Context: an optimization exercise on an open-source flow, tuned for small area, a short achievable clock period and few clock cycles per item. The choices shown serve that exercise and are no tape-out recipe. Only simulation tests tie the RTL to the original design; equivalence was not proved. Power figures rest on the tool's default switching activity, not on a simulated workload.

$ cat flow/flow/run.sh
#!/bin/bash
# Layout flow: the standard layout (standard.sh: the standard synthesis and ORFS steps,
# unchanged), with two make settings added:
#  - the buffer that placement puts on every input and output port is a plain buf_1 cell
#    instead of the resizer's default choice (a delay buffer);
set -euo pipefail
MARGIN=6
export BUFFER_PORTS_ARGS="-buffer_cell sky130_fd_sc_hd__buf_1"
bash standard.sh "BUFFER_PORTS_ARGS=$BUFFER_PORTS_ARGS" "SETUP_SLACK_MARGIN=$MARGIN" finish \
  > standard.log 2>&1
$ cat flow/standard.sh
#!/bin/bash
# synth_recipe.tcl (not shown) runs the flow's synth.tcl, then flattens the netlist and writes it again
# the make line also repeats each setting of config.mk as NAME=value (left out here)
make -C /OpenROAD-flow-scripts/flow DESIGN_CONFIG=/design/flow/config.mk WORK_HOME=/design/flow/orfs CLKGATE_MAP_FILE= SYNTH_SCRIPT=/design/flow/synth_recipe.tcl "${@:-finish}"
$ cat flow/config.mk
export PLATFORM = sky130hd
export DESIGN_NAME = sequence_id_unwrapper
export DESIGN_NICKNAME = sequence_id_unwrapper
export VERILOG_FILES = /design/flow/design.v
export SDC_FILE = /design/flow/constraint.sdc
export NUM_CORES = 4
export LEC_CHECK = 0
export CAP_MARGIN = 20
export CORE_MARGIN = 2
export CORE_UTILIZATION = 60
export SETUP_SLACK_MARGIN = 5
export SLEW_MARGIN = 20
export TNS_END_PERCENT = 10
$ cat flow/constraint.sdc
create_clock -name core_clock -period 10.0 [get_ports {clk_i}]
set_input_delay 2.0000 -clock core_clock [delete_from_list [all_inputs] [get_ports {clk_i}]]
set_output_delay 2.0000 -clock core_clock [all_outputs]
set_load 0.01 [all_outputs]
$ cat flow/design.v
package sidu_pkg;
  localparam int unsigned IdW  = 64;
  localparam int unsigned CidW = 16;
  localparam int unsigned ThrW = 14;
  localparam int unsigned GenW = 48;
  localparam logic [CidW-1:0] IdSpan   = 16'hFFFF;
  localparam logic [ThrW-1:0] GapReset = 14'd1500;
endpackage
module sidu_flags (
  input  logic [13:0] thr_i,
  input  logic [15:0] cid_i,
  output logic [2:0]  flags_o,     
  output logic [16:0] v1_o
);
  assign flags_o = {cid_i > ~{2'b00, thr_i}, cid_i > {2'b00, thr_i}, cid_i < {1'b0, thr_i, 1'b0}};
  assign v1_o    = {1'b0, cid_i} + 17'h0FFFF;
endmodule
module sidu_step (
  input  logic [13:0] thr_i,
  input  logic [15:0] head_i,
  input  logic [63:0] lid_i,
  input  logic [16:0] blo_i,
  input  logic        db_i,
  input  logic [16:0] r_i,
  input  logic        cr_i,
  input  logic [15:0] cid_i,
  input  logic        wrap_i,      
  input  logic        adv_i,       
  input  logic [16:0] v1_i,        
  output logic        ok_o,
  output logic        head_we_o,
  output logic [63:0] lid_o,
  output logic [16:0] blo_o,
  output logic        db_o,
  output logic [16:0] r_o,
  output logic        cr_o
);
  logic        wrap, adv, raise, gt, cv, cb, bones;
  logic [16:0] v, r65;
  logic [17:0] sv, blo65;
  logic [18:0] lo, hi_d;
  logic [46:0] hi, x;
  logic [47:0] pre;
  always_comb begin
    wrap = wrap_i;
    adv  = adv_i;
    v    = wrap ? v1_i : {1'b0, cid_i};
    lo   = {2'b00, v} + {5'b00000, thr_i} - {2'b00, r_i};
    hi_d = {2'b00, r_i} + {5'b00000, thr_i} - {2'b00, v};
    ok_o = !lo[18] && !hi_d[18];
    gt   = v > r_i;
    blo65 = {1'b0, blo_i} + 18'h0FFFF;         
    cb    = blo65[17];
    sv    = {1'b0, blo_i} + {1'b0, v};
    cv    = sv[17];
    hi    = lid_i[63:17];
    x     = hi ^ {47{db_i}};
    pre[0] = 1'b1;
    for (int i = 1; i <= 47; i++) pre[i] = pre[i-1] & x[i-1];
    bones = pre[47];                           
    raise = gt ^ (bones & (cv ^ cr_i));
    lid_o = {hi ^ ({47{db_i ^ cv}} & pre[46:0]), sv[16:0]};
    blo_o = adv ? blo65[16:0] : blo_i;
    db_o  = cv & ~(adv & cb);
    r65   = r_i + 17'h10001;                   
    if (raise) r_o = (wrap && !adv) ? v1_i : {1'b0, cid_i};
    else       r_o = adv ? r65 : r_i;
    cr_o      = (raise ? cv : cr_i) & ~(adv & cb);
    head_we_o = adv || (cid_i > head_i);
  end
endmodule
module sidu_core (
  input  logic                          clk_i,
  input  logic                          rst_ni,
  input  logic                          step_i,
  output logic                          busy_o,
  input  logic [sidu_pkg::CidW-1:0]     cid_i,
  input  logic                          wrap_i,
  input  logic                          adv_i,
  input  logic                          hwc_i,
  input  logic [16:0]                   v1_i,
  output logic                          hw_d_o,
  output logic [sidu_pkg::ThrW-1:0]     thr_o,
  input  logic                          cfg_we_i,
  input  logic [sidu_pkg::ThrW-1:0]     cfg_data_i,
  input  logic                          ld_we_i,
  input  logic [sidu_pkg::GenW-1:0]     ld_gen_i,
  output logic                          acc_o,
  output logic [sidu_pkg::IdW-1:0]      id_o
);
  logic [13:0] thr_q;
  logic [15:0] head_q;
  logic        hw_q, hw_d;
  logic [63:0] lidn_q, lid_s, lid;    
  logic [16:0] blo_q, blo_s;
  logic        db_q, db_s;
  logic [16:0] r_q, r_s;
  logic        cr_q, cr_s;
  logic        accn_q, ok, head_we, cfix_q;    
  logic        busy_q, zero_q, cy_q;
  logic [3:0]  cnt_q, fa, fb;
  logic [4:0]  fs;
  sidu_step u_step (
    .thr_i     (thr_q),
    .head_i    (head_q),
    .lid_i     (lid),
    .blo_i     (blo_q),
    .db_i      (db_q),
    .r_i       (r_q),
    .cr_i      (cr_q),
    .cid_i     (cid_i),
    .wrap_i    (wrap_i),
    .adv_i     (adv_i),
    .v1_i      (v1_i),
    .ok_o      (ok),
    .head_we_o (head_we),
    .lid_o     (lid_s),
    .blo_o     (blo_s),
    .db_o      (db_s),
    .r_o       (r_s),
    .cr_o      (cr_s)
  );
  always_comb begin
    if (ld_we_i)                          hw_d = 1'b0;
    else if (busy_q)                      hw_d = hw_q;
    else if (cfix_q)                      hw_d = head_q > ~{2'b00, thr_q};
    else if (step_i && ok && head_we)     hw_d = hwc_i;
    else                                  hw_d = hw_q;
  end
  assign lid = ~lidn_q;
  always_comb begin
    fa = (zero_q || cnt_q < 4'd4)  ? 4'h0 : lid[3:0];
    fb = (zero_q || cnt_q >= 4'd12) ? 4'hF : ~lid[19:16];
    fs = {1'b0, fa} + {1'b0, fb} + {4'd0, cy_q};
  end
  always_ff @(posedge clk_i or negedge rst_ni) begin
    if (!rst_ni) begin
      thr_q  <= sidu_pkg::GapReset;
      head_q <= '0;
      hw_q   <= 1'b0;
      r_q    <= 17'd1;
      cfix_q <= 1'b0;
      busy_q <= 1'b1;
      zero_q <= 1'b1;
      cnt_q  <= '0;
      cy_q   <= 1'b0;
    end else begin
      cfix_q <= cfg_we_i;
      hw_q   <= hw_d;
      if (cfg_we_i) thr_q <= cfg_data_i;
      if (ld_we_i) begin
        head_q <= '0;
        r_q    <= 17'd1;
        busy_q <= 1'b1;
        zero_q <= 1'b0;
        cnt_q  <= '0;
        cy_q   <= 1'b0;
      end else if (busy_q) begin
        cnt_q  <= cnt_q + 4'd1;
        cy_q   <= fs[4];
        busy_q <= (cnt_q != 4'd15);
      end else if (step_i && ok) begin
        if (head_we) head_q <= cid_i;
        r_q <= r_s;
      end
    end
  end
  always_ff @(posedge clk_i) begin
    if (ld_we_i) begin
      lidn_q[63:16] <= ~ld_gen_i;
    end else if (busy_q) begin
      lidn_q <= ~{fs[3:0], lid[63:4]};
      if (cnt_q == 4'd15) begin
        blo_q <= lid[20:4];
        db_q  <= 1'b0;
        cr_q  <= &lid[20:4];                   
      end
    end else if (step_i && ok) begin
      lidn_q <= ~lid_s;
      blo_q <= blo_s;
      db_q  <= db_s;
      cr_q  <= cr_s;
    end
    if (step_i) accn_q <= !ok;
  end
  assign busy_o = busy_q;
  assign hw_d_o = hw_d;
  assign thr_o  = thr_q;
  assign acc_o  = !accn_q;
  assign id_o   = ~(lidn_q | {64{accn_q}});
endmodule
module sequence_id_unwrapper (
  input  logic                          clk_i,
  input  logic                          rst_ni,
  input  logic                          cfg_valid_i,
  output logic                          cfg_ready_o,
  input  logic [sidu_pkg::ThrW-1:0]     gap_threshold_i,
  input  logic                          gen_load_i,
  input  logic [sidu_pkg::GenW-1:0]     gen_value_i,
  input  logic                          in_valid_i,
  output logic                          in_ready_o,
  input  logic [sidu_pkg::CidW-1:0]     compressed_id_i,
  output logic                          out_valid_o,
  input  logic                          out_ready_i,
  output logic                          accepted_o,
  output logic [sidu_pkg::IdW-1:0]      full_id_o
);
  logic                      a_vld_q, b_free_q, out_vld_q;
  logic [sidu_pkg::CidW-1:0] a_cid_q, b_cid_q, a_cid_d;
  logic [2:0]                a_flg_q, a_flg_d, flg;
  logic                      wrap_q, adv_q, wrap_d, hw_d;
  logic [16:0]               a_v1_q, a_v1_d;
  logic [sidu_pkg::ThrW-1:0] thr;
  logic                      step, a_free, take, busy;
  assign take        = in_valid_i && b_free_q;
  assign step        = a_vld_q && !busy && (!out_vld_q || out_ready_i);
  assign a_free      = !a_vld_q || step;
  assign in_ready_o  = b_free_q;
  assign cfg_ready_o = 1'b1;
  assign a_cid_d     = b_free_q ? compressed_id_i : b_cid_q;
  assign flg         = a_free ? a_flg_d : a_flg_q;
  assign wrap_d      = hw_d && flg[0];
  sidu_flags u_flags (
    .thr_i   (thr),
    .cid_i   (a_cid_d),
    .flags_o (a_flg_d),
    .v1_o    (a_v1_d)
  );
  sidu_core u_core (
    .clk_i      (clk_i),
    .rst_ni     (rst_ni),
    .step_i     (step),
    .busy_o     (busy),
    .cid_i      (a_cid_q),
    .wrap_i     (wrap_q),
    .adv_i      (adv_q),
    .hwc_i      (a_flg_q[2]),
    .v1_i       (a_v1_q),
    .hw_d_o     (hw_d),
    .thr_o      (thr),
    .cfg_we_i   (cfg_valid_i),
    .cfg_data_i (gap_threshold_i),
    .ld_we_i    (gen_load_i),
    .ld_gen_i   (gen_value_i),
    .acc_o      (accepted_o),
    .id_o       (full_id_o)
  );
  always_ff @(posedge clk_i or negedge rst_ni) begin
    if (!rst_ni) begin
      a_vld_q   <= 1'b0;
      b_free_q  <= 1'b1;
      out_vld_q <= 1'b0;
    end else begin
      if (a_free) begin
        a_vld_q  <= !b_free_q || take;
        b_free_q <= 1'b1;
      end else if (take) begin
        b_free_q <= 1'b0;
      end
      if (step) begin
        out_vld_q <= 1'b1;
      end else if (out_ready_i) begin
        out_vld_q <= 1'b0;
      end
    end
  end
  always_ff @(posedge clk_i) begin
    wrap_q <= wrap_d;
    adv_q  <= wrap_d && flg[1];
    if (a_free) begin
      a_cid_q <= a_cid_d;
      a_flg_q <= a_flg_d;
      a_v1_q  <= a_v1_d;
    end
    if (!a_free && take) b_cid_q <= compressed_id_i;
  end
  assign out_valid_o = out_vld_q;
endmodule
==> out/metrics.yaml, run 1 <==
cts:
  cts_tree: "yes"
  ctsHoldBuffers: 0
  numCtsBuffers: 17
  clock_sinks: 197
  clkSlewWorstSetupHoldPaths_ps: 90
  cts_root_buffer: "clkbuf_16"
  clockBufferDepth: 2
  htreeDepth: 4
  clkLatencyLatePin_ps: 460
cells_and_area:
  layout_common_cells: "buf_1 (148), ha_1 (146), nor2_1 (145)"
  syn2layout_area_growth_pct: 16.0
  drive_gt1_frac: 0.116
  post-route-util: 0.703
  nNetsFinal: 2089
  nFillCells: 2018
  final_common_cell: "buf_1"
yosys:
  synth_warnings: 3
  muxShareOfSynthArea: 0.0465
  synthCells: 1673
  async_flop_share: 0.299
  synth_top_family_by_area: "simple AND/OR/NAND/NOR gates"
  yosysUniqueCellTypes: 77
  synth-xor-area-share: 0.0627
  ys.flop_type: "edfxtp_1"
  synth_compound_area_frac: 0.154
  avgSynthCellArea_um2: 9.36
  synth_edf_count: 134
  synth-seq-cells: 197
  yosys.area_share.simple: 0.162
  synthesis.area_um2: 15700
  synth_fa_ha_area_frac: 0.160
  syn_nets: 1939
  ys_seq_area_frac: 0.357
floorplan:
  dieArea_um2: 27400
  start_util: 0.606
  die_w_um: 166
  core_area_um2: 25800
  ios: 152
  std_cell_rows: 59
  die_h_um: 166
timing:
  skew_ps: 19.4
  fin_crit_sh: 0.408
  hold_viol: 0
  hold_ws_ps: 489
  worst_pin_slew_ps: 1000
  fmax_mhz: 245
  final-setup-viol-count: 0
  report.final.slew_viol_count: 0
  max_slew_margin: 0.331
  setup_tns_ps: 0
  period_needed_ps: 4080
  rsz0062_at_grt: "true"
global_route:
  grt_max_degree: 79
  grt_pass1_vias: 12757
  grt_use_total: 0.324
  antenna_found_initial: 0
  grt-ovfl-total: 0
  grt_pass1_wl_um: 68200
route:
  viasPerCell: 6.15
  ant_nets: 0
  route.detailed.drc: 0
  via_count: 13354
  wl_per_cell_um: 21.0
  first_pass_iters: 6
  wl_um: 45700
  drtIter0Drc: 1197
place:
  gp_congestion: 0.962
  numPortBuffers: 150
  hpwlAfterDp_um: 32300
critical_path:
  start_kind: "flop"
  crit_arrival_ps: 4390
  crit_required_ps: 10300
  cp-end-kind: "flop"
  path_class: "flop to flop"
  crit_fanout: 14
run_status:
  status: "finished clean"
job:
  drv_cap: 0
power:
  peakVddDrop_mv: 0.0991
  p_leak_uw: 0.00723
  powerDensity_nw_per_um2: 109
hold_path:
  min_path_type: "flop to flop"
[worst max-delay path: stages (launching register included)]
cell and delay (ps):
dfxtp_4 400, buf_12 140, bufbuf_16 270, mux2i_4 260
inv_2 120, fa_1 510, inv_1 60, ha_1 210
or3_4 400, a2111oi_4 240, o211ai_1 180, and3_4 220
buf_12 150, o21ai_2 60, buf_6 130, nor2_1 50
buf_6 170, a211oi_4 270, nor3_1 80
[cell families (layout without fill, tap and decap cells)]
| group | after synthesis | count (layout) |
|---|---|---|
| AND/OR/NAND/NOR | 507 | 508 |
| AO/OA/AOI/OAI | 379 | 379 |
| buffers and inverters | 228 | 390 |
| flip-flops | 197 | 197 |
| adder cells (fa/ha/maj) | 182 | 182 |
| XOR/XNOR | 110 | 110 |
| multiplexers | 69 | 69 |
| other | 1 | 2 |
[cell type report]
cell class / count / area [um2] / area share
Antenna cell: 1 / 2.50 / 0.000138
Clock buffer: 17 / 425 / 0.0234
Clock inverter: 15 / 231 / 0.0127
Inverter: 146 / 556 / 0.0306
Multi-Input combinational cell: 1249 / 9630 / 0.530
Sequential cell: 197 / 5600 / 0.308
Tap cell: 335 / 419 / 0.0231
Timing Repair Buffer: 212 / 1300 / 0.0716
[cells in the mapped netlist, types with 14 or more instances]
master	instances	area [um2]
nor2b_1	15	93.8
buf_2	15	75.1
xor2_1	51	447
inv_1	145	544
mux2i_1	52	521
nand2_1	118	443
o221ai_1	15	131
nor2_1	146	548
clkbuf_1	51	191
fa_1	31	621
nand3_1	48	240
a211oi_1	28	210
mux2_2	14	158
edfxtp_1	134	4020
nand2b_1	20	125
a21oi_1	93	465
or3_1	16	100
xnor2_1	58	508
and3_1	20	125
o211ai_1	21	158
o21ai_1	19	95.1
nor4_1	16	100
o21ai_0	103	515
o21a_1	22	165
nor3_1	33	165
ha_1	151	1890
a21o_1	19	143
nand4_1	29	181
dfrtp_1	48	1200
[what timing repair did]
item,in CTS,in global routing
gates cloned,2,5
pin swaps,6,15
buffers inserted,17,23
setup endpoints to repair,208,211
resized for setup,40,55
[metal layers]
metal  vias to the layer above  share of wire  global-route usage
met2                       502           0.50               0.553
met1                      6468           0.41               0.413
met4                         0          0.039               0.143
met3                       101          0.052              0.0387
li1                       6283              -                   -
met5                         -              0                   0
[power breakdown]
part,internal (uW),total (uW),switching [uW],leakage [uW]
sequential,909,960,51.0,0.00210
combinational,105,250,145,0.00481
clock,376,776,400,0.000317
total,1390,1990,596,0.00723
[final timing paths]
check / startpoint / end / slack (ps) / cells past startpoint
max: wrap_q / wrap_q / 5920 / 18
min: a_flg_q[0] / a_flg_q[0] / 490 / 2
max reg2reg: wrap_q / wrap_q / 5920 / 18
min reg2reg: a_flg_q[0] / a_flg_q[0] / 490 / 2
max in group asynchronous: rst_ni / u_core.r_q[13] / 7670 / 2
min in group asynchronous: rst_ni / a_vld_q / 1750 / 2
[state kept, by name, indices dropped and copies added (netlist names), 4 cells and up]
name	flops
u_core.lidn_q	64
a_v1_q	17
u_core.blo_q	17
u_core.r_q	17
a_cid_q	16
b_cid_q	16
u_core.head_q	16
u_core.thr_q	14
u_core.cnt_q	4
[per-stage QoR]
step	total power, uW	setup WS [ps]	cell area [um2]	instances
finish	1990	5920	18200	2172
global route	2050	5830	18200	2171
CTS	1980	5840	17500	2143
detailed placement	1210	5240	16500	2092
global placement	1210	5310	16500	2092
floorplan	1120	5960	15700	1673
Testbench counts, summed over its fixed seeds: cycles 80,176, items 80,000.
==> run 2: changes to the inputs <==
--- a/flow/flow/run.sh
+++ b/flow/flow/run.sh
@@ -6,3 +6,3 @@
 set -euo pipefail
-MARGIN=6
+MARGIN=6.2
 export BUFFER_PORTS_ARGS="-buffer_cell sky130_fd_sc_hd__buf_1"
--- a/flow/config.mk
+++ b/flow/config.mk
@@ -9,3 +9,3 @@
 export CORE_MARGIN = 2
-export CORE_UTILIZATION = 60
+export CORE_UTILIZATION = 40
 export SETUP_SLACK_MARGIN = 5
==> out/metrics.yaml, run 2 <==
timing:
  setup_tns_ps: 0  # unchanged
  rsz0062_at_grt: "true"  # unchanged
  report.final.slew_viol_count: 0  # unchanged
  skew_ps: 18.4  # was 19.4 ps
  final-setup-viol-count: 0  # unchanged
  period_needed_ps: 3860  # was 4080 ps
  worst_pin_slew_ps: 881  # was 1000 ps
  hold_viol: 0  # unchanged
  fin_crit_sh: 0.386  # was 0.408
  max_slew_margin: 0.413  # was 0.331
  fmax_mhz: 259  # was 245 MHz
cts:
  clock_sinks: 197  # unchanged
  clockBufferDepth: 2  # unchanged
  htreeDepth: 4  # unchanged
  numCtsBuffers: 17  # unchanged
  cts_root_buffer: "clkbuf_16"  # unchanged
  clkSlewWorstSetupHoldPaths_ps: 90  # about the same
  clkLatencyLatePin_ps: 470  # was 460 ps
  cts_tree: "yes"  # unchanged
critical_path:
  path_cells: "buf_1 -> mux2i_4 -> ha_2 -> o21ai_2 -> or3_4 -> nor3_4 -> and3_4 -> and3_4 -> nand3_2 -> or3_1"  # was buf_12 -> bufbuf_16 -> mux2i_4 -> inv_2 -> fa_1 -> inv_1 -> ha_1 -> or3_4 -> a2111oi_4 -> o211ai_1 -> and3_4 -> buf_12 -> o21ai_2 -> buf_6 -> nor2_1 -> buf_6 -> a211oi_4 -> nor3_1
  rr_endpoint: "u_core.r_q[0]"  # was wrap_q
  path_common_cell: "and3_4"
  start_kind: "primary input"  # was flop
  path_buf_inv: 1  # was 7
  crit_arrival_ps: 4080  # was 4390 ps
  r2r_start: "wrap_q"  # unchanged
  cp-end-kind: "flop"  # unchanged
  r2r_cells: 15  # was 18
  crit_required_ps: 10210  # was 10300 ps
  crit_slowest_cell: "or3_4"  # was fa_1
  path_class: "primary input to flop"  # was flop to flop
  crit_family: "simple AND/OR/NAND/NOR gates"  # was buffers and inverters
  critical_path.max_stage_delay_ps: 370  # was 510 ps
  crit_fanout: 4  # was 14
  r2r_slack_ps: 6150  # was 5920 ps
route:
  wl_um: 46000  # was 45700 um
  first_pass_iters: 5  # was 6
  ant_nets: 0  # unchanged
  drtIter0Drc: 1011  # was 1197
  wl_per_cell_um: 19.5  # was 21.0 um
  via_count: 13156  # was 13354
  viasPerCell: 5.57  # was 6.15
  route.detailed.drc: 0  # unchanged
cells_and_area:
  post-route-util: 0.485  # was 0.703
  syn2layout_area_growth_pct: 19.7  # was 16.0%
  top_register: "u_core.lidn_q"  # unchanged
  largest_reg_flops: 64  # unchanged
  layout_common_cells: "buf_1 (147), nor2_1 (143), ha_1 (138)"  # was buf_1 (148), ha_1 (146), nor2_1 (145)
  antenna_cells: 0  # was 1
  nNetsFinal: 2099  # was 2089
  final_common_cell: "buf_1"  # unchanged
  drive_gt1_frac: 0.140  # was 0.116
yosys:
  synthesis.area_um2: 15700  # unchanged
  avgSynthCellArea_um2: 9.36  # unchanged
  ys_seq_area_frac: 0.357  # unchanged
  yosysMostFrequentCell: "ha_1"  # unchanged
  yosys-top-cells-area: "edfxtp_1 (26%), ha_1 (12%), dfrtp_1 (7.7%)"  # unchanged
  synthTopCellsByCount: "ha_1 (151), nor2_1 (146), inv_1 (145)"  # unchanged
  synth_warnings: 3  # unchanged
  synth_edf_count: 134  # unchanged
  yosys.area.top_type: "edfxtp_1"  # unchanged
  syn_nets: 1939  # unchanged
  ys.flop_type: "edfxtp_1"  # unchanged
  synthCells: 1673  # unchanged
  synthDominantCellAreaShare: 0.257  # unchanged
  yosysUniqueCellTypes: 77  # unchanged
  async_flop_share: 0.299  # unchanged
  synth-seq-cells: 197  # unchanged
power:
  p_leak_uw: 0.00727  # was 0.00723 uW
  powerDensity_nw_per_um2: 103  # was 109 nW/um2
  peakVddDrop_mv: 0.122  # was 0.0991 mV
floorplan:
  ios: 152  # unchanged
  die_w_um: 202  # was 166 um
  start_util: 0.405  # was 0.606
  dieArea_um2: 40800  # was 27400 um2
  core_area_um2: 38600  # was 25800 um2
  die_h_um: 202  # was 166 um
  std_cell_rows: 72  # was 59
global_route:
  grt_pass1_wl_um: 70300  # was 68200 um
  antenna_found_initial: 0  # unchanged
  grt-ovfl-total: 0  # unchanged
  grt_use_total: 0.218  # was 0.324
  grt_pass1_vias: 12726  # was 12757
  grt_max_degree: 69  # was 79
place:
  gp_congestion: 0.886  # was 0.962
  numPortBuffers: 150  # unchanged
  hpwlAfterDp_um: 32500  # was 32300 um
hold_path:
  holdPathEnd: "u_core.zero_q"  # was a_flg_q[0]
  min_from: "u_core.zero_q"  # was a_flg_q[0]
  min_path_type: "flop to flop"  # unchanged
  hold_depth: 1  # was 2
job:
  drv_cap: 0  # unchanged
run_status:
  status: "finished clean"  # unchanged
## run 2: cell counts after synthesis
No cell type changed its count.
## run 2: cell type report
type                            instances  area, um2
Inverter                              146        556
Timing Repair Buffer                  222       1420
Tap cell                              518        648
Clock inverter                         14        136
Clock buffer                           18        450
Fill cell                            3711      19900
Multi-Input combinational cell       1249       9930
Sequential cell                       197       5600
## run 2: report_power, final
| group | total (uW) | internal [uW] | switching (uW) |
|---|---|---|---|
| sequential | 959 | 909 | 50.1 |
| clock | 717 | 347 | 370 |
| combinational | 253 | 107 | 145 |
## run 2: logic make-up (layout without fill, tap and decap cells)
logic type / after synthesis / after routing / synth area share
AOI/OAI and AO/OA: 379 / 379 / 0.154
and+or+nand+nor: 507 / 508 / 0.162
muxes: 69 / 69 / 0.0465
other: 1 / 1 / 0.000239
adders and majority gates: 182 / 182 / 0.160
xor gates and xnor gates: 110 / 110 / 0.0627
buffers and inverters: 228 / 400 / 0.0575
DFF: 197 / 197 / 0.357
## run 2: worst max path at each step
stage | startpoint | end | slack (ps) | depth (start not counted)
2_1_floorplan | compressed_id_i[0] | a_v1_q[16] | 6000 | 9
3_3_place_gp | wrap_q | adv_q | 5200 | 17
3_5_place_dp | wrap_q | adv_q | 4990 | 17
4_1_cts | compressed_id_i[11] | a_flg_q[2] | 6110 | 10
5_1_grt | wrap_q | u_core.lidn_q[54] | 6020 | 15
6_report | compressed_id_i[1] | a_v1_q[16] | 6140 | 10
## run 2: what timing repair did
action / 4_1_cts / 5_1_grt
buffers inserted: 21 / 27
pin swaps: 14 / 20
hold endpoints to repair: 0 / 0
cloned: 3 / 7
resized for setup: 65 / 88
setup endpoints to repair: 227 / 197
hold buffers: 0 / 0
## run 2: through the flow
stage	total power (uW)	instances	hold WS [ps]	setup WS, ps	area (um2)
after floorplan	1120	1673	428	6000	15800
after global placement	1200	2274	459	5200	16700
after detailed placement	1210	2274	474	4990	16700
after CTS	1920	2330	495	6110	17900
after global routing	2010	2364	525	6020	18800
final	1930	2364	498	6140	18800
## run 2: layer usage
metal  track usage  share of wire  up-vias
met5             0              0        -
met4        0.0717          0.022        0
met3        0.0287          0.047       66
met2         0.343           0.47      376
met1         0.310           0.46     6416
li1              -              -     6298
==> run 3: changes to the inputs <==
--- a/flow/flow/run.sh
+++ b/flow/flow/run.sh
@@ -6,3 +6,3 @@
 set -euo pipefail
-MARGIN=6.2
+MARGIN=6.35
 export BUFFER_PORTS_ARGS="-buffer_cell sky130_fd_sc_hd__buf_1"
==> out/metrics.yaml, run 3 <==
run_status:
  status: "finished clean"  # unchanged
timing:
  fmax_mhz: 260  # was 259 MHz
  hold_viol: 0  # unchanged
  worst_pin_slew_ps: 844  # was 881 ps
  period_needed_ps: 3850  # was 3860 ps
  rsz0062_at_grt: "true"  # unchanged
  fin_crit_sh: 0.385  # was 0.386
  final-setup-viol-count: 0  # unchanged
  skew_ps: 12.0  # was 18.4 ps
  setup_tns_ps: 0  # unchanged
  report.final.slew_viol_count: 0  # unchanged
  max_slew_margin: 0.438  # was 0.413
yosys:
  ys_seq_area_frac: 0.357  # unchanged
  async_flop_share: 0.299  # unchanged
  synthDominantCellAreaShare: 0.257  # unchanged
  ys.flop_type: "edfxtp_1"  # unchanged
  synthCells: 1673  # unchanged
  yosysUniqueCellTypes: 77  # unchanged
  synth_edf_count: 134  # unchanged
  avgSynthCellArea_um2: 9.36  # unchanged
  yosysMostFrequentCell: "ha_1"  # unchanged
  synthesis.area_um2: 15700  # unchanged
  synth-seq-cells: 197  # unchanged
  yosys.area.top_type: "edfxtp_1"  # unchanged
  syn_nets: 1939  # unchanged
  yosys-top-cells-area: "edfxtp_1 (26%), ha_1 (12%), dfrtp_1 (7.7%)"  # unchanged
  synthTopCellsByCount: "ha_1 (151), nor2_1 (146), inv_1 (145)"  # unchanged
  synth_warnings: 3  # unchanged
cells_and_area:
  layout_common_cells: "buf_1 (148), nor2_1 (143), ha_1 (137)"  # was buf_1 (147), nor2_1 (143), ha_1 (138)
  drive_gt1_frac: 0.146  # was 0.140
  nNetsFinal: 2093  # was 2099
  nFillCells: 3615  # was 3711
  largest_reg_flops: 64  # unchanged
  syn2layout_area_growth_pct: 19.5  # was 19.7%
  top_register: "u_core.lidn_q"  # unchanged
  final_common_cell: "buf_1"  # unchanged
  post-route-util: 0.484  # was 0.485
floorplan:
  std_cell_rows: 72  # unchanged
  start_util: 0.405  # unchanged
  ios: 152  # unchanged
  die_h_um: 202  # unchanged
  dieArea_um2: 40800  # unchanged
  core_area_um2: 38600  # unchanged
  die_w_um: 202  # unchanged
hold_path:
  min_path_type: "flop to flop"  # unchanged
  hold_depth: 2  # was 1
critical_path:
  r2r_cells: 17  # was 15
  crit_fanout: 4  # unchanged
  start_kind: "primary input"  # unchanged
  crit_arrival_ps: 4060  # was 4080 ps
  path_class: "primary input to flop"  # unchanged
  r2r_slack_ps: 6210  # was 6150 ps
  cp-end-kind: "flop"  # unchanged
  crit_required_ps: 10210  # about the same
cts:
  cts_tree: "yes"  # unchanged
  clkLatencyLatePin_ps: 460  # was 470 ps
  htreeDepth: 4  # unchanged
  cts_root_buffer: "clkbuf_16"  # unchanged
  clock_sinks: 197  # unchanged
  clockBufferDepth: 2  # unchanged
  ctsHoldBuffers: 0  # unchanged
  numCtsBuffers: 17  # unchanged
  clkSlewWorstSetupHoldPaths_ps: 80  # was 90 ps
global_route:
  grt_max_degree: 77  # was 69
  grt_use_total: 0.220  # was 0.218
  grt_pass1_wl_um: 70500  # was 70300 um
  grt-ovfl-total: 0  # unchanged
  antenna_found_initial: 0  # unchanged
  grt_pass1_vias: 12808  # was 12726
place:
  hpwlAfterDp_um: 32500  # about the same
  gp_congestion: 0.884  # was 0.886
  numPortBuffers: 150  # unchanged
route:
  route.detailed.drc: 0  # unchanged
  drtIter0Drc: 1062  # was 1011
  wl_per_cell_um: 19.1  # was 19.5 um
  first_pass_iters: 5  # unchanged
  viasPerCell: 5.47  # was 5.57
  ant_nets: 0  # unchanged
  wl_um: 45000  # was 46000 um
  via_count: 12899  # was 13156
power:
  power.total_uw: 1920  # was 1930 uW
  peakVddDrop_mv: 0.127  # was 0.122 mV
  powerDensity_nw_per_um2: 103  # about the same
  p_leak_uw: 0.00726  # was 0.00727 uW
job:
  drv_cap: 0  # unchanged
run 3: where the power goes:
group	internal (uW)	total [uW]	switching, uW
sequential	909	958	49.3
combinational	108	254	146
clock	358	707	348
run 3: final cells by class:
| type | count | area (um2) | area share |
|---|---|---|---|
| clock buffers | 20 | 480 | 0.0257 |
| flip-flops and latches | 197 | 5600 | 0.299 |
| repair buffers | 216 | 1360 | 0.0727 |
| diodes | 1 | 2.50 | 0.000134 |
| inverters | 146 | 558 | 0.0298 |
| clock inverters | 12 | 104 | 0.00555 |
| well taps | 518 | 648 | 0.0346 |
| multi-input cells | 1249 | 9960 | 0.532 |
run 3: worst paths after layout:
kind / from / end
max in group asynchronous: rst_ni / u_core.r_q[2]
min: a_flg_q[0] / a_flg_q[0]
min reg2reg: a_flg_q[0] / a_flg_q[0]
max reg2reg: wrap_q / u_core.lidn_q[21]
min in group asynchronous: rst_ni / u_core.thr_q[11]
max: compressed_id_i[0] / a_v1_q[16]
run 3: kinds of logic after synthesis:
| kind of cell | after synthesis | synth area share |
|---|---|---|
| compound gates | 379 | 0.154 |
| mux | 69 | 0.0465 |
| fa+ha+maj | 182 | 0.160 |
| other cells | 1 | 0.000239 |
| simple gates | 507 | 0.162 |
| xor+xnor | 110 | 0.0627 |
| flops | 197 | 0.357 |
| buf+inv | 228 | 0.0575 |
run 3: layer usage:
metal  part of all wire  up-vias  GRT usage
met1               0.46     6212      0.304
li1                   -     6295          -
met4              0.019        0     0.0609
met5                  0        -          0
met2               0.48      340      0.361
met3              0.043       52     0.0297
run 3: stage by stage:
| stage | hold slack [ps] | instances | instance area [um2] | setup slack [ps] |
|---|---|---|---|---|
| 6_report | 479 | 2359 | 18700 | 6150 |
| 5_1_grt | 514 | 2358 | 18700 | 6050 |
| 4_1_cts | 469 | 2337 | 18200 | 6160 |
| 3_5_place_dp | 457 | 2274 | 16700 | 4930 |
| 3_3_place_gp | 454 | 2274 | 16700 | 5110 |
| 2_1_floorplan | 428 | 1673 | 15800 | 6000 |
run 3: timing repair:
| action | in CTS | in global routing |
|---|---|---|
| pin swaps | 20 | 19 |
| gates resized for setup | 108 | 64 |
| cloned | 7 | 1 |
| buffers inserted | 24 | 19 |
| endpoints found under the setup margin | 231 | 232 |
run 3: worst max-delay path: stages:
cell	delay, ps
buf_1	110
mux2i_4	210
ha_2	240
o21ai_2	70
or3_4	370
nor3_4	210
and3_4	230
and3_4	190
nand3_2	90
or3_1	320
==> run 4: changes to the inputs <==
--- a/flow/flow/run.sh
+++ b/flow/flow/run.sh
@@ -6,3 +6,3 @@
 set -euo pipefail
-MARGIN=6.35
+MARGIN=6
 export BUFFER_PORTS_ARGS="-buffer_cell sky130_fd_sc_hd__buf_1"
--- a/flow/config.mk
+++ b/flow/config.mk
@@ -10,2 +10,4 @@
 export CORE_UTILIZATION = 40
+export CTS_CLUSTER_DIAMETER = 100
+export CTS_CLUSTER_SIZE = 40
 export SETUP_SLACK_MARGIN = 5
==> out/metrics.yaml, run 4 <==
floorplan:
  core_area_um2: 38600  # unchanged
  dieArea_um2: 40800  # unchanged
  ios: 152  # unchanged
  die_w_um: 202  # unchanged
  start_util: 0.405  # unchanged
  std_cell_rows: 72  # unchanged
  die_h_um: 202  # unchanged
route:
  via_count: 12897  # was 12899
  first_pass_iters: 6  # was 5
  wl_per_cell_um: 19.2  # was 19.1 um
  drtIter0Drc: 964  # was 1062
  route.detailed.drc: 0  # unchanged
  viasPerCell: 5.53  # was 5.47
  ant_nets: 0  # unchanged
  wl_um: 44700  # was 45000 um
yosys:
  syn_nets: 1939  # unchanged
  async_flop_share: 0.299  # unchanged
  yosysMostFrequentCell: "ha_1"  # unchanged
  avgSynthCellArea_um2: 9.36  # unchanged
  ys.flop_type: "edfxtp_1"  # unchanged
  synthTopCellsByCount: "ha_1 (151), nor2_1 (146), inv_1 (145)"  # unchanged
  yosys-top-cells-area: "edfxtp_1 (26%), ha_1 (12%), dfrtp_1 (7.7%)"  # unchanged
  synth_warnings: 3  # unchanged
  synthCells: 1673  # unchanged
  synthDominantCellAreaShare: 0.257  # unchanged
  synth-seq-cells: 197  # unchanged
  yosys.area.top_type: "edfxtp_1"  # unchanged
  ys_seq_area_frac: 0.357  # unchanged
  yosysUniqueCellTypes: 77  # unchanged
  synthesis.area_um2: 15700  # unchanged
  synth_edf_count: 134  # unchanged
cts:
  htreeDepth: 4  # unchanged
  numCtsBuffers: 17  # unchanged
  cts_tree: "yes"  # unchanged
  clockBufferDepth: 2  # unchanged
  clkLatencyLatePin_ps: 470  # was 460 ps
  ctsHoldBuffers: 0  # unchanged
  clkSlewWorstSetupHoldPaths_ps: 80  # about the same
  cts_root_buffer: "clkbuf_16"  # unchanged
  clock_sinks: 197  # unchanged
timing:
  rsz0062_at_grt: "true"  # unchanged
  fin_crit_sh: 0.396  # was 0.385
  max_slew_margin: 0.345  # was 0.438
  final-setup-viol-count: 0  # unchanged
  fin_ws_ps: 6040  # was 6150 ps
  worst_pin_slew_ps: 982  # was 844 ps
  hold_viol: 0  # unchanged
  fmax_mhz: 253  # was 260 MHz
  period_needed_ps: 3960  # was 3850 ps
  setup_tns_ps: 0  # unchanged
  report.final.slew_viol_count: 0  # unchanged
  skew_ps: 16.9  # was 12.0 ps
global_route:
  grt_pass1_wl_um: 68900  # was 70500 um
  grt_pass1_vias: 12593  # was 12808
  antenna_found_initial: 0  # unchanged
  grt_use_total: 0.214  # was 0.220
  grt_max_degree: 85  # was 77
  grt-ovfl-total: 0  # unchanged
power:
  clkPwrFrac: 0.365  # was 0.368
  internal_power_uw: 1360  # was 1370 uW
  p_sw_frac: 0.283  # about the same
  share_seq_of_total_power: 0.506  # was 0.499
  peakVddDrop_mv: 0.131  # was 0.127 mV
  p_leak_uw: 0.00704  # was 0.00726 uW
  p_sw_uw: 536  # was 544 uW
  powerDensity_nw_per_um2: 105  # was 103 nW/um2
  p_comb_frac: 0.129  # was 0.132
place:
  postPlaceCellArea_um2: 16700  # about the same
  gp_congestion: 0.876  # was 0.884
  numPortBuffers: 150  # unchanged
  pre_cts_ws_ps: 4930  # about the same
  placedCellCount: 2274  # unchanged
  hpwlAfterDp_um: 32500  # about the same
hold_path:
  min_path_type: "flop to flop"  # unchanged
critical_path:
  critical_path.max_stage_delay_ps: 380  # was 370 ps
  crit_fanout: 6  # was 4
  crit_slowest_cell: "or3_1"  # was or3_4
  path_class: "primary input to flop"  # unchanged
  crit_required_ps: 10210  # about the same
  path_cells: "buf_1 -> mux2i_4 -> ha_2 -> o21ai_2 -> or3_4 -> nor3_4 -> and3_1 -> and3_4 -> nand3_2 -> or3_1"  # was buf_1 -> mux2i_4 -> ha_2 -> o21ai_2 -> or3_4 -> nor3_4 -> and3_4 -> and3_4 -> nand3_2 -> or3_1
  path_buf_inv: 1  # unchanged
  crit_family: "simple AND/OR/NAND/NOR gates"  # unchanged
  crit_arrival_ps: 4170  # was 4060 ps
  cp-end-kind: "flop"  # unchanged
  start_kind: "primary input"  # unchanged
cells_and_area:
  syn2layout_area_growth_pct: 15.1  # was 19.5%
  stdcell_count: 2331  # was 2359
  layout_common_cells: "buf_1 (148), ha_1 (147), nor2_1 (144)"  # was buf_1 (148), nor2_1 (143), ha_1 (137)
  largest_reg_flops: 64  # unchanged
  final_common_cell: "buf_1"  # unchanged
  antenna_cells: 0  # was 1
  drive_gt1_frac: 0.100  # was 0.146
  top_register: "u_core.lidn_q"  # unchanged
  design_area_um2: 18000  # was 18700 um2
  nNetsFinal: 2066  # was 2093
run_status:
  status: "finished clean"  # unchanged
job:
  drv_cap: 0  # unchanged
run 4: worst register-to-register path, cell delays in order, from the launching register on:
cell and delay [ps]:
dfxtp_4 400, clkbuf_16 200, mux2i_4 290, inv_2 120, ha_4 300, o211ai_1 100
o211ai_1 360, nand4_1 280, a41oi_4 370, buf_4 180, mux2i_4 290, xnor2_4 190
clkbuf_16 230, a211oi_1 190, a21oi_1 60, o221a_1 240
run 4: power by group through the flow:
| stage | clock network (uW) | registers, uW | logic [uW] |
|---|---|---|---|
| final | 691 | 959 | 244 |
| after floorplan | 0 | 950 | 173 |
| after global routing | 734 | 965 | 276 |
| after detailed placement | 0 | 975 | 235 |
| after CTS | 705 | 958 | 241 |
| after global placement | 0 | 975 | 230 |
run 4: repair_timing:
item	CTS	global route
setup endpoints to repair	163	165
cloned	1	6
buffers inserted	9	9
gates resized for setup	27	62
pin swaps	5	12
run 4: layout make-up:
class                      count  area (um2)
fill                        3727       20600
multi-input combinational   1249        9620
sequential                   197        5600
timing repair buffer         189        1040
tap                          518         648
inverter                     146         556
clock buffer                  18         429
clock inverter                14         125
run 4: logic make-up after synthesis:
logic type,Yosys count,synth area share
AO/OA/AOI/OAI,379,0.154
flip-flops,197,0.357
XOR/XNOR,110,0.0627
other,1,0.000239
adder cells (fa/ha/maj),182,0.160
multiplexers,69,0.0465
AND/OR/NAND/NOR,507,0.162
buffers and inverters,228,0.0575
run 4: layer usage:
metal  share of wire  vias to the layer above  GRT usage
met1            0.47                     6241      0.306
met5               0                        -          0
met2            0.47                      362      0.342
met3           0.044                       60     0.0285
met4           0.021                        0     0.0559
li1                -                     6234          -
run 4: final timing paths:
| check | startpoint | to | slack, ps | cells after the start |
|---|---|---|---|---|
| worst max-delay path | compressed_id_i[0] | a_v1_q[16] | 6040 | 10 |
| worst min-delay path | a_vld_q | out_vld_q | 490 | 2 |
| worst max register to register | wrap_q | u_core.r_q[3] | 6090 | 15 |
| worst min register to register | a_vld_q | out_vld_q | 490 | 2 |
| max in group asynchronous | rst_ni | u_core.cy_q | 7720 | 2 |
| min in group asynchronous | rst_ni | u_core.thr_q[9] | 1730 | 2 |
run 4: per-stage QoR:
stage | util | hold slack (ps) | power (uW)
global route | 0.466 | 514 | 1980
CTS | 0.453 | 475 | 1900
floorplan | - | 428 | 1120
global placement | 0.433 | 453 | 1210
finish | 0.466 | 489 | 1890
detailed placement | 0.433 | 456 | 1210
==> run 5: changes to the inputs <==
--- a/flow/config.mk
+++ b/flow/config.mk
@@ -7,9 +7,7 @@
 export LEC_CHECK = 0
-export CAP_MARGIN = 20
+export CAP_MARGIN = 5
 export CORE_MARGIN = 2
 export CORE_UTILIZATION = 40
-export CTS_CLUSTER_DIAMETER = 100
-export CTS_CLUSTER_SIZE = 40
 export SETUP_SLACK_MARGIN = 5
-export SLEW_MARGIN = 20
+export SLEW_MARGIN = 5
 export TNS_END_PERCENT = 10
==> out/metrics.yaml, run 5 <==
run_status:
  status: "finished clean"  # unchanged
cells_and_area:
  nNetsFinal: 2066  # unchanged
  largest_reg_flops: 64  # unchanged
  top_register: "u_core.lidn_q"  # unchanged
  layout_common_cells: "buf_1 (148), ha_1 (147), nor2_1 (144)"  # unchanged
  antenna_cells: 0  # unchanged
  final_common_cell: "buf_1"  # unchanged
  syn2layout_area_growth_pct: 15.1  # unchanged
  drive_gt1_frac: 0.100  # unchanged
floorplan:
  std_cell_rows: 72  # unchanged
  core_area_um2: 38600  # unchanged
  start_util: 0.405  # unchanged
  ios: 152  # unchanged
  die_h_um: 202  # unchanged
  dieArea_um2: 40800  # unchanged
  die_w_um: 202  # unchanged
global_route:
  antenna_found_initial: 0  # unchanged
  grt_pass1_wl_um: 68900  # unchanged
  grt_max_degree: 85  # unchanged
  grt_pass1_vias: 12593  # unchanged
  grt-ovfl-total: 0  # unchanged
  grt_use_total: 0.214  # unchanged
route:
  via_count: 12897  # unchanged
  first_pass_iters: 6  # unchanged
  route.detailed.drc: 0  # unchanged
  wl_per_cell_um: 19.2  # unchanged
  ant_nets: 0  # unchanged
  wl_um: 44700  # unchanged
  drtIter0Drc: 964  # unchanged
  viasPerCell: 5.53  # unchanged
critical_path:
  crit_required_ps: 10210  # about the same
  crit_arrival_ps: 4170  # about the same
  r2r_slack_ps: 6090  # about the same
  path_buf_inv: 1  # unchanged
  crit_slowest_cell: "or3_1"  # unchanged
  cp-end-kind: "flop"  # unchanged
  critical_path.max_stage_delay_ps: 380  # about the same
  crit_fanout: 6  # unchanged
  path_cells: "buf_1 -> mux2i_4 -> ha_2 -> o21ai_2 -> or3_4 -> nor3_4 -> and3_1 -> and3_4 -> nand3_2 -> or3_1"  # unchanged
  crit_family: "simple AND/OR/NAND/NOR gates"  # unchanged
  path_class: "primary input to flop"  # unchanged
  start_kind: "primary input"  # unchanged
timing:
  hold_viol: 0  # unchanged
  fin_ws_ps: 6040  # unchanged
  worst_pin_slew_ps: 982  # unchanged
  setup_tns_ps: 0  # unchanged
  period_needed_ps: 3960  # unchanged
  max_slew_margin: 0.345  # unchanged
  fmax_mhz: 253  # unchanged
  final-setup-viol-count: 0  # unchanged
  report.final.slew_viol_count: 0  # unchanged
  fin_crit_sh: 0.396  # unchanged
  skew_ps: 16.9  # unchanged
  rsz0062_at_grt: "true"  # unchanged
yosys:
  synth_edf_count: 134  # unchanged
  ys.flop_type: "edfxtp_1"  # unchanged
  yosysMostFrequentCell: "ha_1"  # unchanged
  synthDominantCellAreaShare: 0.257  # unchanged
  yosys.area.top_type: "edfxtp_1"  # unchanged
  synth_warnings: 3  # unchanged
  yosysUniqueCellTypes: 77  # unchanged
  avgSynthCellArea_um2: 9.36  # unchanged
  synth-seq-cells: 197  # unchanged
  async_flop_share: 0.299  # unchanged
  yosys-top-cells-area: "edfxtp_1 (26%), ha_1 (12%), dfrtp_1 (7.7%)"  # unchanged
  ys_seq_area_frac: 0.357  # unchanged
  synthesis.area_um2: 15700  # unchanged
  synthTopCellsByCount: "ha_1 (151), nor2_1 (146), inv_1 (145)"  # unchanged
  synthCells: 1673  # unchanged
  syn_nets: 1939  # unchanged
power:
  powerDensity_nw_per_um2: 105  # unchanged
  peakVddDrop_mv: 0.131  # unchanged
  p_leak_uw: 0.00704  # unchanged
hold_path:
  min_path_type: "flop to flop"  # unchanged
cts:
  clkLatencyLatePin_ps: 470  # about the same
  ctsHoldBuffers: 0  # unchanged
  cts_root_buffer: "clkbuf_16"  # unchanged
  clockBufferDepth: 2  # unchanged
  cts_tree: "yes"  # unchanged
  numCtsBuffers: 17  # unchanged
  clkSlewWorstSetupHoldPaths_ps: 80  # about the same
  htreeDepth: 4  # unchanged
  clock_sinks: 197  # unchanged
place:
  pre_cts_ws_ps: 4930  # unchanged
  hpwlAfterDp_um: 32500  # unchanged
  numPortBuffers: 150  # unchanged
  gp_congestion: 0.876  # unchanged
job:
  drv_cap: 0  # unchanged
-- run 5: cell counts in the layout (fill, tap and decap cells not counted) --
Identical to the previous run, type by type.
-- run 5: layout make-up --
type                       count  area [um2]
fill                        3727       20600
multi-input combinational   1249        9620
sequential                   197        5600
timing repair buffer         189        1040
tap                          518         648
inverter                     146         556
clock buffer                  18         429
clock inverter                14         125
-- run 5: what timing repair did --
action	4_1_cts	5_1_grt
setup buffers	9	9
pin swaps	5	12
gates cloned	1	6
gates resized for setup	27	62
hold endpoints to repair	0	0
setup endpoints to repair	163	165
-- run 5: metal layers --
layer | track usage | share of wire | up-vias
li1 | - | - | 6234
met1 | 0.306 | 0.47 | 6241
met2 | 0.342 | 0.47 | 362
met3 | 0.0285 | 0.044 | 60
met4 | 0.0559 | 0.021 | 0
met5 | 0 | 0 | -
-- run 5: worst paths after layout --
check | cells after the start | start | to
hold reg to reg | 2 | a_vld_q | out_vld_q
hold / removal | 2 | a_vld_q | out_vld_q
max in group asynchronous | 2 | rst_ni | u_core.cy_q
setup / recovery | 10 | compressed_id_i[0] | a_v1_q[16]
min in group asynchronous | 2 | rst_ni | u_core.thr_q[9]
setup reg to reg | 15 | wrap_q | u_core.r_q[3]
-- run 5: metrics by stage --
step / std cells / hold WS (ps) / utilization / cell area, um2 / total power [uW]
floorplan: 1673 / 428 / - / 15700 / 1120
global placement: 2274 / 453 / 0.433 / 16700 / 1210
detailed placement: 2274 / 456 / 0.433 / 16700 / 1210
CTS: 2316 / 475 / 0.453 / 17500 / 1900
global route: 2331 / 514 / 0.466 / 18000 / 1980
finish: 2331 / 489 / 0.466 / 18000 / 1890
-- run 5: kinds of logic after synthesis --
logic type               after synthesis  synth area share
AND/OR/NAND/NOR                      507             0.162
AO/OA/AOI/OAI                        379             0.154
buffers and inverters                228            0.0575
flip-flops                           197             0.357
adder cells (fa/ha/maj)              182             0.160
XOR/XNOR                             110            0.0627
multiplexers                          69            0.0465
other                                  1          0.000239
-- run 5: power breakdown --
part	total, uW	switching (uW)	leakage [uW]	internal (uW)
Clock	691	345	0.000266	346
Sequential	959	49.8	0.00210	909
Combinational	244	141	0.00467	103
-- run 5: worst register-to-register path, cell delays in order, from the launching register on --
cell and delay (ps):
dfxtp_4 400, clkbuf_16 200, mux2i_4 290, inv_2 120, ha_4 300, o211ai_1 100, o211ai_1 360, nand4_1 280
a41oi_4 370, buf_4 180, mux2i_4 290, xnor2_4 190, clkbuf_16 230, a211oi_1 190, a21oi_1 60, o221a_1 240
==> run 6: changes to the inputs <==
--- a/flow/flow/run.sh
+++ b/flow/flow/run.sh
@@ -8,3 +8,3 @@
 export BUFFER_PORTS_ARGS="-buffer_cell sky130_fd_sc_hd__buf_1"
-bash standard.sh "BUFFER_PORTS_ARGS=$BUFFER_PORTS_ARGS" "SETUP_SLACK_MARGIN=$MARGIN" finish \
+bash standard.sh "BUFFER_PORTS_ARGS=$BUFFER_PORTS_ARGS" "SETUP_SLACK_MARGIN=$MARGIN" SKIP_LAST_GASP=1 finish \
   > standard.log 2>&1
--- a/flow/config.mk
+++ b/flow/config.mk
@@ -7,3 +7,3 @@
 export LEC_CHECK = 0
-export CAP_MARGIN = 5
+export CAP_MARGIN = 20
 export CORE_MARGIN = 2
@@ -11,3 +11,3 @@
 export SETUP_SLACK_MARGIN = 5
-export SLEW_MARGIN = 5
+export SLEW_MARGIN = 20
 export TNS_END_PERCENT = 10
==> out/metrics.yaml, run 6 <==
critical_path:
  crit_slowest_cell: "or3_1"  # unchanged
  crit_fanout: 6  # unchanged
  cp-end-kind: "flop"  # unchanged
  crit_arrival_ps: 4170  # about the same
  path_class: "primary input to flop"  # unchanged
  crit_required_ps: 10210  # about the same
  critical_path.max_stage_delay_ps: 380  # about the same
  path_cells: "buf_1 -> mux2i_4 -> ha_2 -> o21ai_2 -> or3_4 -> nor3_4 -> and3_1 -> and3_4 -> nand3_2 -> or3_1"  # unchanged
  start_kind: "primary input"  # unchanged
floorplan:
  std_cell_rows: 72  # unchanged
  die_h_um: 202  # unchanged
  ios: 152  # unchanged
  die_w_um: 202  # unchanged
  dieArea_um2: 40800  # unchanged
  start_util: 0.405  # unchanged
  core_area_um2: 38600  # unchanged
timing:
  worst_pin_slew_ps: 982  # unchanged
  setup_tns_ps: 0  # unchanged
  max_slew_margin: 0.345  # unchanged
  period_needed_ps: 3960  # unchanged
  final-setup-viol-count: 0  # unchanged
  skew_ps: 16.9  # unchanged
  fmax_mhz: 253  # unchanged
  rsz0062_at_grt: "true"  # unchanged
  report.final.slew_viol_count: 0  # unchanged
  fin_crit_sh: 0.396  # unchanged
  hold_viol: 0  # unchanged
route:
  via_count: 12897  # unchanged
  wl_per_cell_um: 19.2  # unchanged
  drtIter0Drc: 964  # unchanged
  first_pass_iters: 6  # unchanged
  wl_um: 44700  # unchanged
  viasPerCell: 5.53  # unchanged
  ant_nets: 0  # unchanged
  route.detailed.drc: 0  # unchanged
cts:
  ctsHoldBuffers: 0  # unchanged
  clockBufferDepth: 2  # unchanged
  htreeDepth: 4  # unchanged
  numCtsBuffers: 17  # unchanged
  cts_root_buffer: "clkbuf_16"  # unchanged
  clock_sinks: 197  # unchanged
  cts_tree: "yes"  # unchanged
  clkLatencyLatePin_ps: 470  # about the same
  clkSlewWorstSetupHoldPaths_ps: 80  # about the same
yosys:
  synth-seq-cells: 197  # unchanged
  ys.flop_type: "edfxtp_1"  # unchanged
  synth_warnings: 3  # unchanged
  synthCells: 1673  # unchanged
  yosys-top-cells-area: "edfxtp_1 (26%), ha_1 (12%), dfrtp_1 (7.7%)"  # unchanged
  syn_nets: 1939  # unchanged
  synth_edf_count: 134  # unchanged
  synthDominantCellAreaShare: 0.257  # unchanged
  yosys.area.top_type: "edfxtp_1"  # unchanged
  yosysMostFrequentCell: "ha_1"  # unchanged
  ys_seq_area_frac: 0.357  # unchanged
  synthesis.area_um2: 15700  # unchanged
  avgSynthCellArea_um2: 9.36  # unchanged
  async_flop_share: 0.299  # unchanged
  synthTopCellsByCount: "ha_1 (151), nor2_1 (146), inv_1 (145)"  # unchanged
  yosysUniqueCellTypes: 77  # unchanged
cells_and_area:
  top_register: "u_core.lidn_q"  # unchanged
  antenna_cells: 0  # unchanged
  largest_reg_flops: 64  # unchanged
  ff_latch_area_um2: 5600  # unchanged
  final_common_cell: "buf_1"  # unchanged
  nNetsFinal: 2066  # unchanged
  layout_common_cells: "buf_1 (148), ha_1 (147), nor2_1 (144)"  # unchanged
  syn2layout_area_growth_pct: 15.1  # unchanged
  multi_input_area_um2: 9620  # unchanged
  post-route-util: 0.466  # unchanged
  stdcell_count: 2331  # unchanged
  drive_gt1_frac: 0.100  # unchanged
  nFillCells: 3727  # unchanged
global_route:
  grt_max_degree: 85  # unchanged
  grt_pass1_wl_um: 68900  # unchanged
  grt-ovfl-total: 0  # unchanged
  use_met1: 0.306  # unchanged
  busiest_layer: "met2"  # unchanged
  grt_use_met2: 0.342  # unchanged
  use_met3: 0.0285  # unchanged
  grt_pass1_vias: 12593  # unchanged
  antenna_found_initial: 0  # unchanged
  grt_use_total: 0.214  # unchanged
place:
  numPortBuffers: 150  # unchanged
  placedCellCount: 2274  # unchanged
  hpwlAfterDp_um: 32500  # unchanged
  gp_congestion: 0.876  # unchanged
power:
  peakVddDrop_mv: 0.131  # unchanged
  power.total_uw: 1890  # unchanged
  powerDensity_nw_per_um2: 105  # unchanged
  p_leak_uw: 0.00704  # unchanged
job:
  drv_cap: 0  # unchanged
run_status:
  status: "finished clean"  # unchanged
hold_path:
  min_path_type: "flop to flop"  # unchanged
[run 6: cell counts after synthesis]
Identical to the previous run, type by type.
[run 6: report_power, final]
part	internal, uW	total [uW]	switching (uW)
sequential	909	959	49.8
combinational	103	244	141
clock	346	691	345
[run 6: worst paths after layout]
| path | slack, ps | endpoint | depth (start not counted) | start |
|---|---|---|---|---|
| setup / recovery | 6040 | a_v1_q[16] | 10 | compressed_id_i[0] |
| hold / removal | 490 | out_vld_q | 2 | a_vld_q |
| setup reg to reg | 6090 | u_core.r_q[3] | 15 | wrap_q |
| hold reg to reg | 490 | out_vld_q | 2 | a_vld_q |
| max in group asynchronous | 7720 | u_core.cy_q | 2 | rst_ni |
| min in group asynchronous | 1730 | u_core.thr_q[9] | 2 | rst_ni |
[run 6: layout make-up]
type | count | share of cell area
Tap cell | 518 | 0.0359
Multi-Input combinational cell | 1249 | 0.534
Clock inverter | 14 | 0.00694
Clock buffer | 18 | 0.0238
Sequential cell | 197 | 0.311
Timing Repair Buffer | 189 | 0.0579
Inverter | 146 | 0.0308
[run 6: stage by stage]
stage	hold slack (ps)	setup slack, ps	instance area [um2]
2_1_floorplan	428	5960	15700
3_3_place_gp	453	5120	16700
3_5_place_dp	456	4930	16700
4_1_cts	475	5920	17500
5_1_grt	514	5950	18000
6_report	489	6040	18000
[run 6: cell families after synthesis]
group           after synthesis  share of synthesized area
mux                          69                     0.0465
compound gates              379                      0.154
other cells                   1                   0.000239
xor+xnor                    110                     0.0627
flops                       197                      0.357
buf+inv                     228                     0.0575
fa+ha+maj                   182                      0.160
simple gates                507                      0.162
[run 6: worst max-delay path, delay by kind of cell]
family,cells,cell delay (ps)
adder cells (fa/ha/maj),1,260
AO/OA/AOI/OAI,1,70
AND/OR/NAND/NOR,6,1490
multiplexers,1,240
buffers and inverters,1,110
[run 6: per-layer routing]
metal / vias to the layer above / part of all wire
li1: 6234 / -
met4: 0 / 0.021
met5: - / 0
met2: 362 / 0.47
met1: 6241 / 0.47
met3: 60 / 0.044
[run 6: timing repair]
action	4_1_cts	5_1_grt
gates cloned	1	6
resized for setup	27	62
endpoints found under the setup margin	163	165
buffers inserted	9	9
pin swaps	5	12
==> run 7: changes to the inputs <==
--- a/flow/flow/run.sh
+++ b/flow/flow/run.sh
@@ -8,3 +8,3 @@
 export BUFFER_PORTS_ARGS="-buffer_cell sky130_fd_sc_hd__buf_1"
-bash standard.sh "BUFFER_PORTS_ARGS=$BUFFER_PORTS_ARGS" "SETUP_SLACK_MARGIN=$MARGIN" SKIP_LAST_GASP=1 finish \
+bash standard.sh "BUFFER_PORTS_ARGS=$BUFFER_PORTS_ARGS" "SETUP_SLACK_MARGIN=$MARGIN" SKIP_GATE_CLONING=1 finish \
   > standard.log 2>&1
==> out/metrics.yaml, run 7 <==
cells_and_area:
  final_common_cell: "ha_1"  # was buf_1
  stdcell_count: 2334  # was 2331
  syn2layout_area_growth_pct: 14.7  # was 15.1%
  nNetsFinal: 2069  # was 2066
  antenna_cells: 0  # unchanged
  nFillCells: 3745  # was 3727
  drive_gt1_frac: 0.0986  # was 0.100
  layout_common_cells: "ha_1 (149), buf_1 (148), nor2_1 (144)"  # was buf_1 (148), ha_1 (147), nor2_1 (144)
  top_register: "u_core.lidn_q"  # unchanged
  largest_reg_flops: 64  # unchanged
yosys:
  ys.flop_type: "edfxtp_1"  # unchanged
  synthTopCellsByCount: "ha_1 (151), nor2_1 (146), inv_1 (145)"  # unchanged
  ys_seq_area_frac: 0.357  # unchanged
  yosys.area.top_type: "edfxtp_1"  # unchanged
  async_flop_share: 0.299  # unchanged
  avgSynthCellArea_um2: 9.36  # unchanged
  synth_warnings: 3  # unchanged
  synthCells: 1673  # unchanged
  synthesis.area_um2: 15700  # unchanged
  yosysUniqueCellTypes: 77  # unchanged
  yosys-top-cells-area: "edfxtp_1 (26%), ha_1 (12%), dfrtp_1 (7.7%)"  # unchanged
  yosysMostFrequentCell: "ha_1"  # unchanged
  synth-seq-cells: 197  # unchanged
  synthDominantCellAreaShare: 0.257  # unchanged
  syn_nets: 1939  # unchanged
  synth_edf_count: 134  # unchanged
critical_path:
  critical_path.max_stage_delay_ps: 350  # was 380 ps
  cp-end-kind: "flop"  # unchanged
  rr_endpoint: "u_core.lidn_q[25]"  # was u_core.r_q[3]
  crit_arrival_ps: 4300  # was 4170 ps
  start_kind: "primary input"  # unchanged
  path_cells: "buf_1 -> mux2i_2 -> inv_1 -> ha_1 -> a21oi_1 -> nor2b_1 -> o21ai_0 -> o211ai_1 -> a21oi_1 -> o21ai_0 -> o211ai_1 -> a41oi_1 -> nor4b_2"  # was buf_1 -> mux2i_4 -> ha_2 -> o21ai_2 -> or3_4 -> nor3_4 -> and3_1 -> and3_4 -> nand3_2 -> or3_1
  r2r_cells: 16  # was 15
  path_class: "primary input to flop"  # unchanged
  crit_fanout: 5  # was 6
  crit_slowest_cell: "ha_1"  # was or3_1
  r2r_start: "wrap_q"  # unchanged
  r2r_slack_ps: 6050  # was 6090 ps
  crit_required_ps: 10330  # was 10210 ps
power:
  power.total_uw: 1900  # was 1890 uW
  p_leak_uw: 0.00709  # was 0.00704 uW
  powerDensity_nw_per_um2: 106  # was 105 nW/um2
  peakVddDrop_mv: 0.132  # was 0.131 mV
global_route:
  grt_max_degree: 85  # unchanged
  grt_pass1_vias: 12600  # was 12593
  grt_pass1_wl_um: 68800  # was 68900 um
  antenna_found_initial: 0  # unchanged
  grt-ovfl-total: 0  # unchanged
  grt_use_total: 0.214  # about the same
timing:
  setup_tns_ps: 0  # unchanged
  hold_viol: 0  # unchanged
  skew_ps: 16.3  # was 16.9 ps
  rsz0062_at_grt: "true"  # unchanged
  fmax_mhz: 251  # was 253 MHz
  fin_crit_sh: 0.398  # was 0.396
  report.final.slew_viol_count: 0  # unchanged
  max_slew_margin: 0.347  # was 0.345
  period_needed_ps: 3980  # was 3960 ps
  worst_pin_slew_ps: 980  # was 982 ps
  final-setup-viol-count: 0  # unchanged
cts:
  clkSlewWorstSetupHoldPaths_ps: 80  # about the same
  cts_tree: "yes"  # unchanged
  numCtsBuffers: 17  # unchanged
  clkLatencyLatePin_ps: 470  # about the same
  htreeDepth: 4  # unchanged
  clockBufferDepth: 2  # unchanged
  clock_sinks: 197  # unchanged
  cts_root_buffer: "clkbuf_16"  # unchanged
route:
  viasPerCell: 5.54  # was 5.53
  drtIter0Drc: 1070  # was 964
  routed.top_layer: "met4"  # unchanged
  first_pass_iters: 5  # was 6
  wl_met1_um: 21300  # was 20900 um
  ant_nets: 0  # unchanged
  wl_per_cell_um: 19.2  # about the same
  met2WireLength_um: 20600  # was 20800 um
  met3_length_um: 1990  # was 1960 um
  route.detailed.drc: 0  # unchanged
  wl_um: 44800  # was 44700 um
  via_count: 12930  # was 12897
place:
  gp_congestion: 0.876  # unchanged
  placedCellCount: 2274  # unchanged
  hpwlAfterDp_um: 32500  # unchanged
  numPortBuffers: 150  # unchanged
floorplan:
  core_area_um2: 38600  # unchanged
  die_h_um: 202  # unchanged
  std_cell_rows: 72  # unchanged
  ios: 152  # unchanged
  start_util: 0.405  # unchanged
  dieArea_um2: 40800  # unchanged
  die_w_um: 202  # unchanged
job:
  drv_cap: 0  # unchanged
hold_path:
  min_path_type: "flop to flop"  # unchanged
  min_from: "a_vld_q"  # unchanged
  hold_depth: 2  # unchanged
  holdPathEnd: "out_vld_q"  # unchanged
run_status:
  status: "finished clean"  # unchanged
-- run 7: cell counts after synthesis --
Identical to the previous run, type by type.
-- run 7: layout make-up --
type | instances | area, um2 | share of cell area
inverter | 146 | 556 | 0.0309
multi-input combinational | 1248 | 9560 | 0.532
sequential | 197 | 5600 | 0.312
clock inverter | 14 | 125 | 0.00697
timing repair buffer | 193 | 1040 | 0.0579
tap | 518 | 648 | 0.0361
clock buffer | 18 | 429 | 0.0239
-- run 7: logic make-up (layout without fill, tap and decap cells) --
logic type | after synthesis | after routing | synth area share
simple gates | 507 | 507 | 0.162
compound gates | 379 | 379 | 0.154
buf+inv | 228 | 371 | 0.0575
flops | 197 | 197 | 0.357
fa+ha+maj | 182 | 182 | 0.160
xor+xnor | 110 | 110 | 0.0627
mux | 69 | 69 | 0.0465
other cells | 1 | 1 | 0.000239
-- run 7: what timing repair did --
item / in CTS / in global routing
setup buffers: 10 / 18
setup endpoints to repair: 163 / 164
hold buffers: 0 / 0
pin swaps: 5 / 13
resized for setup: 30 / 57
-- run 7: critical path: cells and delay by family --
kind                       cells  cell delay (ps)
AOI/OAI and AO/OA              7             1090
adders and majority gates      1              350
buffers and inverters          2              280
muxes                          1              270
and+or+nand+nor                2              300
-- run 7: worst max-delay path by stage --
stage                                   from                end  cells past startpoint
after floorplan           compressed_id_i[0]         a_v1_q[16]                      9
after global placement                wrap_q              adv_q                     17
after detailed placement              wrap_q              adv_q                     17
after CTS                 compressed_id_i[2]         a_v1_q[15]                     10
after global routing                  wrap_q  u_core.lidn_q[25]                     16
final                     compressed_id_i[9]              adv_q                     13
-- run 7: stage by stage --
stage               worst slack [ps]  area [um2]  hold slack, ps   util
floorplan                       5960       15700             428      -
global placement                5120       16700             453  0.433
detailed placement              4930       16700             456  0.433
CTS                             5940       17500             475  0.453
global route                    5920       18000             514  0.465
finish                          6020       18000             489  0.465
-- run 7: layer usage --
| metal | vias up | track usage |
|---|---|---|
| li1 | 6241 | - |
| met4 | 0 | 0.0596 |
| met3 | 59 | 0.0279 |
| met5 | - | 0 |
| met2 | 366 | 0.340 |
| met1 | 6264 | 0.305 |
-- run 7: report_power, final --
group / leakage [uW] / total (uW) / internal [uW] / switching, uW
logic: 0.00472 / 244 / 103 / 141
registers: 0.00210 / 959 / 909 / 50.1
clock network: 0.000266 / 693 / 346 / 347

==> re-timing with driven ports <==
The results above use ideal ports. As a check the final layouts listed here were re-extracted and re-timed, cells and wires unchanged.
Step 1, drivers: a clkbuf_16 drives clk_i and a buf_2 each remaining input, both assumed.
Step 2 adds t to the input delays and takes it off the output delays; t is the mean of the earliest and latest rising clock arrival at the registers after step 1. Input paths then give back, and output paths get back, about the clock's delay inside the block.
Slacks: no drivers / after step 1 / after step 2; pairs: no drivers / after step 1.
run | t (ns) | setup slack, ns | clock arrival spread, ns | slew at the worst register clock pin (ns)
run 1 | 0.500 | 5.916 / 5.916 / 5.510 | 0.019 / 0.019 | 0.10 / 0.10
run 2 | 0.520 | 6.136 / 6.147 / 5.648 | 0.019 / 0.019 | 0.09 / 0.09
run 3 | 0.510 | 6.150 / 6.181 / 5.671 | 0.013 / 0.013 | 0.08 / 0.08
run 4 | 0.512 | 6.045 / 6.069 / 5.558 | 0.017 / 0.017 | 0.08 / 0.08
run 5 | 0.512 | 6.045 / 6.069 / 5.558 | 0.017 / 0.017 | 0.08 / 0.08
run 6 | 0.512 | 6.045 / 6.069 / 5.558 | 0.017 / 0.017 | 0.08 / 0.08
run 7 | 0.514 | 6.023 / 6.051 / 5.540 | 0.017 / 0.017 | 0.08 / 0.08
After both steps every run listed still meets setup and hold. The setup slack of run 2, which loses most, moves by +0.011 ns with the drivers and by -0.488 ns with both steps.
